This is an optimization exercise on Yosys and OpenROAD, whose aim is a short achievable clock period and few clock cycles, not a production implementation.
In this exercise RTL edits were held to simulation tests only and were not proved equivalent to the original.

==> flow/design.v (outline; a module is shown in full before it is edited, if it fits) <==
// module conv_ctrl: 19 lines
// module window_fetch: 168 lines
// module conv_mac: 8529 lines
// module maxpool_unit: 52 lines
// module conv_top: 68 lines
module conv_top #(
  parameter int img_side_log2 = 6
) (
  input  logic        clk,
  input  logic        reset,
  input  logic        ready,
  input  logic [19:0] idata,
  input  logic [19:0] cdata_rd,
  output logic        busy,
  output logic [11:0] iaddr,
  output logic [2:0]  csel,
  output logic        cwr,
  output logic [11:0] caddr_wr,
  output logic [19:0] cdata_wr,
  output logic        crd,
  output logic [11:0] caddr_rd
);
  // ...
==> flow/flow/run.sh <==
#!/bin/bash
# The standard layout (the standard.sh: standard synthesis, floorplan,
# placement, CTS, routing, finish), with the resizer's setup repair aimed at
# a slack margin instead of zero. The SDC is the standard flow's, unchanged.
set -euo pipefail
bash standard.sh SETUP_SLACK_MARGIN=11.3 finish > standard_flow.log 2>&1
==> flow/standard.sh <==
#!/bin/bash
# synth_recipe.tcl (not shown) runs the flow's synth.tcl, then flattens the netlist and writes it again
# the make line also repeats each setting of config.mk as NAME=value (left out here)
make -C /OpenROAD-flow-scripts/flow DESIGN_CONFIG=/design/flow/config.mk WORK_HOME=/design/flow/orfs CLKGATE_MAP_FILE= SYNTH_SCRIPT=/design/flow/synth_recipe.tcl "${@:-finish}"
==> flow/config.mk <==
export PLATFORM = sky130hd
export DESIGN_NAME = conv_top
export DESIGN_NICKNAME = conv_top
export VERILOG_FILES = /design/flow/design.v
export SDC_FILE = /design/flow/constraint.sdc
export NUM_CORES = 4
export LEC_CHECK = 0
export CAP_MARGIN = 20
export CORE_MARGIN = 2
export CORE_UTILIZATION = 60
export CTS_CLUSTER_DIAMETER = 200
export CTS_CLUSTER_SIZE = 20
export SLEW_MARGIN = 20
==> flow/constraint.sdc <==
create_clock -name core_clock -period 15.0 [get_ports {clk}]
set_input_delay 3.0000 -clock core_clock [delete_from_list [all_inputs] [get_ports {clk}]]
set_output_delay 3.0000 -clock core_clock [all_outputs]
set_load 0.01 [all_outputs]
==> impl_metrics.toml, run 1 <==
[placed_design]
pre_cts_ws_ns = 9.035
gp_congestion = 1.075
portBuffers = 70
placed_area_mm2 = 0.07541

[routing]
drcViolationCount = 0
route.met3.wl_um = 30740
viasPerCell = 5.638
wirelength_um = 236600
drtIter0Drc = 5154
wl_per_cell_um = 29.76

[clock_network]
clockBufferDepth = 3
numCtsBuffers = 72
worstSkewPairLatency_ns = 0.71
path_clk_slew_ns = 0.08
ctsResizeCount = 520

[grt]
grt_pass1_wl_um = 328700
grt_antenna_before_repair = 24
grt_max_degree = 82

[floorplanning]
nWellTaps = 1625
die_height_um = 353

[min_path]
holdPathEnd = "u_mac.tag_out[1]"
hold_path.class = "reg2reg"

[timing]
worst_hold_slack_ns = 0.3295
rsz0062_at_grt = "yes"
fmax_ghz = 0.2359
fin_crit_sh_pct = 28.26

[setup_path]
worst_ep_required_time_ns = 12.00
path_buf_inv = 1
endpoint_kind = "primary output"
critPathMaxStageDelay_ns = 0.39

[layout]
drive_gt1_share_pct = 16.25
layout.nonclk_buf_share_pct = 3.891
final_util_pct = 66.91
final_cell_mix = "1332 x inv_1, 1099 x fa_1, 779 x dfxtp_1, 418 x edfxtp_1, 363 x nand2_1"

[synthesis]
synthMuxAreaShare_pct = 4.588
yosysMostFrequentCell = "inv_1"
synthCells = 6112
synth_edf_count = 418
seq_area_frac_synth_pct = 40.38

[outcome]
status = "timing/DRC/antenna clean"

[flow_run]
cap_violations = 0
Testbench counts, summed over its fixed seeds: cycles 164,096.
==> module conv_ctrl, before the edit <==
module conv_ctrl (
  input  logic clk,
  input  logic reset,
  input  logic ready,
  input  logic done,
  output logic busy,
  output logic start
);
  always_ff @(posedge clk or posedge reset) begin
    if (reset) begin
      busy  <= 1'b0;
      start <= 1'b0;
    end else begin
      start <= ready && !busy;
      if (ready && !busy) busy <= 1'b1;
      else if (done)      busy <= 1'b0;
    end
  end
endmodule
==> run 2: changes to the inputs <==
--- a/flow/design.v
+++ b/flow/design.v
@@ -7,14 +7,18 @@
   output logic busy,
   output logic start
 );
+  logic idle;
+  logic busy_nxt;
+  assign busy_nxt = (ready && idle) || (!idle && !done);
   always_ff @(posedge clk or posedge reset) begin
     if (reset) begin
       busy  <= 1'b0;
+      idle  <= 1'b1;
       start <= 1'b0;
     end else begin
-      start <= ready && !busy;
-      if (ready && !busy) busy <= 1'b1;
-      else if (done)      busy <= 1'b0;
+      start <= ready && idle;
+      busy  <= busy_nxt;
+      idle  <= !busy_nxt;
     end
   end
 endmodule
==> run 2 against run 1 <==
- still clean
- critical path depth did not move
- global-route usage is 1.1 points higher
- flip-flop and latch count grew 1
- critical path type unchanged
==> impl_metrics.toml, run 2 <==
[outcome]
status = "timing/DRC/antenna clean"

[setup_path]
worst_ep_required_time_ns = 12.00
crit_type = "reg2out"
arrival_ns = 1.18
endpoint_kind = "primary output"
critPathMaxStageDelay_ns = 0.36
cpMaxStageDelayCell = "dfrtp_1"
path_buf_inv = 1
start_kind = "register"
cp_top_family = "flip-flops"
path_cells = "buf_2"
path_max_fanout = 1

[synthesis]
ys_ff_latch = 1255
synthFlopType = "dfxtp_1"
synth_top_area_cell = "fa_1"
ys_types = 66
yosysMostFrequentCell = "inv_1"
seq_area_frac_synth_pct = 40.26
netlist_area_mm2 = 0.07338
synthCells = 6171
synth_commonest_cells = "1383 x inv_1, 1191 x fa_1, 791 x dfxtp_1"
ys_warn_count = 4
syn_avg_cell_area_um2 = 11.89
async_flop_share_pct = 3.665
synthTopCellsByArea = "fa_1 32%, dfxtp_1 22%, edfxtp_1 17%, inv_1 7.1%, mux2_2 4.2%"
synth_edf_count = 418
netlist.area_leader.share_pct = 32.49

[routing]
wl_per_cell_um = 30.43
first_pass_iters = 7
vias = 44940
drtIter0Drc = 5234
drcViolationCount = 0
drtAntennaViolNets = 0
viasPerCell = 5.670
wirelength_um = 241200

[layout]
drive_gt1_share_pct = 12.40
largest_reg_flops = 180
layout_commonest_cell = "inv_1"
area_delta_synth_final_pct = 9.097
final_cell_mix = "1362 x inv_1, 1150 x fa_1, 775 x dfxtp_1, 418 x edfxtp_1, 388 x nand2_1"
postLayoutCellArea_mm2 = 0.08005
nets = 7621
regMostFlops = "u_fetch.window"

[placed_design]
placed_area_mm2 = 0.07575
portBuffers = 70
hpwl_um = 196300
gp_congestion = 1.076

[floorplanning]
die-area_mm2 = 0.1251
initial_core_util_pct = 60.36
die_height_um = 353.7
die_w_um = 353.7
core_area_mm2 = 0.1216
io_pins = 105
num_rows = 128

[grt]
grt_pass1_wl_um = 337400
grt_max_degree = 82
grt_antenna_before_repair = 10
grt_usage_pct = 39.18
gr-total-overflow = 0
grt_pass1_vias = 47190

[timing]
worst_slew_pin_slew_ns = 0.9914
slew_violations = 0
hold_viol = 0
rsz0062_at_grt = "yes"
setup_tns_ns = 0
fin_crit_sh_pct = 27.86
fin_skew_ns = 0.06487
min_period_ns = 4.179
finalSetupViolations = 0
fmax_ghz = 0.2393
slew_headroom_pct = 33.82

[clock_network]
ctsHoldBuffers = 0
htree_levels = 3
path_clk_slew_ns = 0.08
cts_root_buf = "clkbuf_16"
numCtsBuffers = 72
cts_tree = "yes"
clockBufferDepth = 3
worstSkewPairLatency_ns = 0.73
clock_sinks = 1255

[min_path]
hold_path.class = "reg2reg"

[flow_run]
cap_violations = 0
-- run 2: worst paths after layout --
check | from | endpoint | slack, ns | cells past startpoint
max | u_ctrl.busy | busy | 10.82 | 1
min | u_mac.tag_q2[1] | u_mac.tag_out[1] | 0.33 | 0
max reg2reg | u_fetch.win_tag[0] | u_mac.r214 | 11.26 | 14
min reg2reg | u_mac.tag_q2[1] | u_mac.tag_out[1] | 0.33 | 0
max in group asynchronous | reset | u_ctrl.idle | 11.74 | 3
min in group asynchronous | reset | u_fetch.rR[3] | 2.69 | 2
-- run 2: repair_timing --
| action | CTS | global route |
|---|---|---|
| setup buffers | 28 | 21 |
| gates resized for setup | 413 | 146 |
| pin swaps | 13 | 30 |
| cloned | 25 | 3 |
| hold endpoints to repair | 0 | 0 |
| endpoints found under the setup margin | 356 | 119 |
-- run 2: final cells by class --
cell class | count | area [µm²]
Timing Repair inverter | 2 | 17.52
Clock inverter | 7 | 142.6
Sequential cell | 1255 | 29570
Antenna cell | 2 | 5.005
Tap cell | 1625 | 2033
Fill cell | 9297 | 41510
Inverter | 1385 | 5236
Clock buffer | 111 | 1969
Timing Repair Buffer | 178 | 2310
Multi-Input combinational cell | 3361 | 38770
-- run 2: layer usage --
metal  wire length, µm  vias up  GRT usage [%]
met5                69        -              0
met4             15710        6          19.76
met3             31670      642          14.74
met2            100600     2643          55.80
met1             93220    22720          52.93
li1                  -    18930              -
-- run 2: logic make-up after synthesis --
family | synth area share (%)
XOR/XNOR | 0.7281
buffers and inverters | 8.107
AND/OR/NAND/NOR | 7.095
adder cells (fa/ha/maj) | 34.75
flip-flops | 40.26
other | 0.005111
AO/OA/AOI/OAI | 4.478
multiplexers | 4.584
-- run 2: metrics by stage --
step           hold slack [ns]  utilization (%)  cells  setup slack (ns)
6_report                0.3337            65.85   7926             10.82
5_1_grt                 0.3335            65.85   7924             10.77
4_1_cts                 0.3327            65.33   7900             10.78
3_5_place_dp            0.3151            62.31   7729             9.231
3_3_place_gp            0.3121            62.29   7728             9.289
2_1_floorplan           0.3096                -   6184             10.07
Testbench counts of run 2, summed over its fixed seeds: cycles 164,096.
==> run 3: changes to the inputs <==
--- a/flow/config.mk
+++ b/flow/config.mk
@@ -8,6 +8,6 @@
 export CAP_MARGIN = 20
 export CORE_MARGIN = 2
 export CORE_UTILIZATION = 60
-export CTS_CLUSTER_DIAMETER = 200
-export CTS_CLUSTER_SIZE = 20
+export CTS_CLUSTER_DIAMETER = 120
+export CTS_CLUSTER_SIZE = 16
 export SLEW_MARGIN = 20
==> run 3 against run 2 <==
- still clean
- routed wire length up 1.4%
- worst hold slack worse by 0.0015 ns
- critical path depth unchanged
- die area unchanged
- first-iteration DRC count up 8.0%
- critical path type unchanged
==> impl_metrics.toml, run 3 <==
[outcome]
status = "timing/DRC/antenna clean"

[grt]
gr-total-overflow = 0
gr-usage-met3_pct = 15.45
grt.busiest_layer = "met2"
use_met1_pct = 53.11
grt_pass1_wl_um = 339700
grt_antenna_before_repair = 14
grt_usage_pct = 39.47
grt_max_degree = 82
gr-usage-met2_pct = 55.98
grt_pass1_vias = 47630

[clock_network]
path_clk_slew_ns = 0.07
htree_levels = 3
worstSkewPairLatency_ns = 0.74
clockBufferDepth = 3
clock_sinks = 1255
cts_tree = "yes"
numCtsBuffers = 90
cts_root_buf = "clkbuf_16"

[setup_path]
crit_type = "reg2out"
path_max_fanout = 1
cp_top_family = "flip-flops"
reg2reg_depth = 16
start_kind = "register"
cp.depth = 1
path_buf_inv = 1
critPathMaxStageDelay_ns = 0.36
path_cells = "buf_2"
worst_ep_required_time_ns = 12.00
endpoint_kind = "primary output"
arrival_ns = 1.22
cpMaxStageDelayCell = "dfrtp_1"

[floorplanning]
num_rows = 128
die-area_mm2 = 0.1251
initial_core_util_pct = 60.36
die_height_um = 353.7
die_w_um = 353.7
io_pins = 105
core_area_mm2 = 0.1216

[synthesis]
synth_edf_count = 418
synthTopCellsByArea = "fa_1 32%, dfxtp_1 22%, edfxtp_1 17%, inv_1 7.1%, mux2_2 4.2%"
syn_avg_cell_area_um2 = 11.89
ys_warn_count = 4
synth_commonest_cells = "1383 x inv_1, 1191 x fa_1, 791 x dfxtp_1"
synthFlopType = "dfxtp_1"
ys_types = 66
yosysMostFrequentCell = "inv_1"
seq_area_frac_synth_pct = 40.26
synth_top_area_cell = "fa_1"
netlist.area_leader.share_pct = 32.49
ys_ff_latch = 1255
async_flop_share_pct = 3.665
netlist_area_mm2 = 0.07338
synthCells = 6171

[layout]
multiInputGateArea_mm2 = 0.03941
final_cell_mix = "1311 x inv_1, 1091 x fa_1, 777 x dfxtp_1, 418 x edfxtp_1, 368 x nand2_1"
postLayoutCellArea_mm2 = 0.08219
largest_reg_flops = 180
drive_gt1_share_pct = 16.72
seq_area_mm2 = 0.02956
area_delta_synth_final_pct = 12.01
nFillCells = 9052
regMostFlops = "u_fetch.window"
nets = 7719
layout_commonest_cell = "inv_1"
final_util_pct = 67.62

[timing]
rsz0062_at_grt = "yes"
slew_violations = 0
worst_hold_slack_ns = 0.3322
fin_ws_ns = 10.78
hold_viol = 0
slew_headroom_pct = 31.18
min_period_ns = 4.218
worst_slew_pin_slew_ns = 1.031
fmax_ghz = 0.2371
fin_skew_ns = 0.03146
finalSetupViolations = 0
setup_tns_ns = 0
fin_crit_sh_pct = 28.12

[flow_run]
cap_violations = 0

[placed_design]
placed_area_mm2 = 0.07575
pre_cts_ws_ns = 9.231
gp_congestion = 1.076
portBuffers = 70
hpwl_um = 196300

[min_path]
hold_depth = 0
hold_path.class = "reg2reg"

[routing]
viasPerCell = 5.687
first_pass_iters = 6
vias = 45730
drtIter0Drc = 5651
wl_per_cell_um = 30.42
drcViolationCount = 0
drtAntennaViolNets = 0
wirelength_um = 244600
==> run 3: changes by cell type in the layout (fill, tap and decap cells not counted), sizes merged <==
| cell | change |
|---|---|
| buf | +78 |
| inv | +1 |
| bufinv | +1 |
| diode | +3 |
| bufbuf | -2 |
| clkbuf | +31 |
| clkinv | +3 |
==> run 3: routing by layer <==
metal  part of all wire [%]  vias to the layer above
met2                     42                     2713
met1                     38                    23160
li1                       -                    19150
met5                  0.016                        -
met3                     14                      705
met4                    6.6                        6
==> run 3: cell families after synthesis <==
logic type / after synthesis / synth area share [%]
muxes: 301 / 4.584
and+or+nand+nor: 1081 / 7.095
buffers and inverters: 1568 / 8.107
DFF: 1255 / 40.26
adders and majority gates: 1323 / 34.75
AOI/OAI and AO/OA: 581 / 4.478
xor gates and xnor gates: 61 / 0.7281
other: 1 / 0.005111
==> run 3: final timing paths <==
path / startpoint / to / slack [ns]
hold reg to reg: u_mac.tag_q2[1] / u_mac.tag_out[1] / 0.33
max in group asynchronous: reset / u_ctrl.idle / 11.77
setup / recovery: u_pool.csel[2] / csel[2] / 10.78
min in group asynchronous: reset / u_fetch.l1 / 2.63
hold / removal: u_mac.tag_q2[1] / u_mac.tag_out[1] / 0.33
setup reg to reg: u_fetch.win_tag[0] / u_mac.r214 / 11.12
==> run 3: cell type report <==
type | count | area share, %
multi-input cells | 3361 | 47.94
flip-flops and latches | 1255 | 35.97
inverters | 1385 | 6.391
repair buffers | 258 | 3.918
clock buffers | 138 | 2.985
well taps | 1625 | 2.474
clock inverters | 12 | 0.2831
repair inverters | 2 | 0.02131
diodes | 5 | 0.01522
==> run 3: what timing repair did <==
| item | CTS | global route |
|---|---|---|
| gates cloned | 27 | 7 |
| pin swaps | 65 | 115 |
| setup buffers | 68 | 55 |
| hold buffers | 0 | 0 |
| setup endpoints to repair | 358 | 133 |
| gates resized for setup | 563 | 271 |
==> run 3: per-stage QoR <==
step	cells
CTS	7974
detailed placement	7729
floorplan	6184
global placement	7728
finish	8041
global route	8036

## what the ideal ports hide
The flow's constraints put no driver on any port. The routed layouts listed below were extracted and timed again, unchanged, in two steps.
Step 1 sets driving cells, clkbuf_16 on the clock port and buf_2 on the other inputs (assumed; they add their load-dependent delay and slew).
Step 2 also shifts input and output timing later by t, the mid clock arrival at the registers, as if the neighbouring blocks saw the same clock.
Three values: ideal, step 1, step 2; two values: the first two.
run	shift t [ns]	setup WS [ns]	worst setup path at the end	slew at the worst register clock pin (ns)	cell pins on the clock port's net
run 1	0.768	10.761 / 10.675 / 10.898	input, reset recovery	0.10 / 0.10	1
run 2	0.776	10.821 / 10.743 / 11.017	input, reset recovery	0.11 / 0.11	1
run 3	0.803	10.782 / 10.703 / 11.028	input, reset recovery	0.09 / 0.09	1
After both steps every run listed still meets setup and hold. The worst setup slack also covers recovery checks on asynchronous resets.
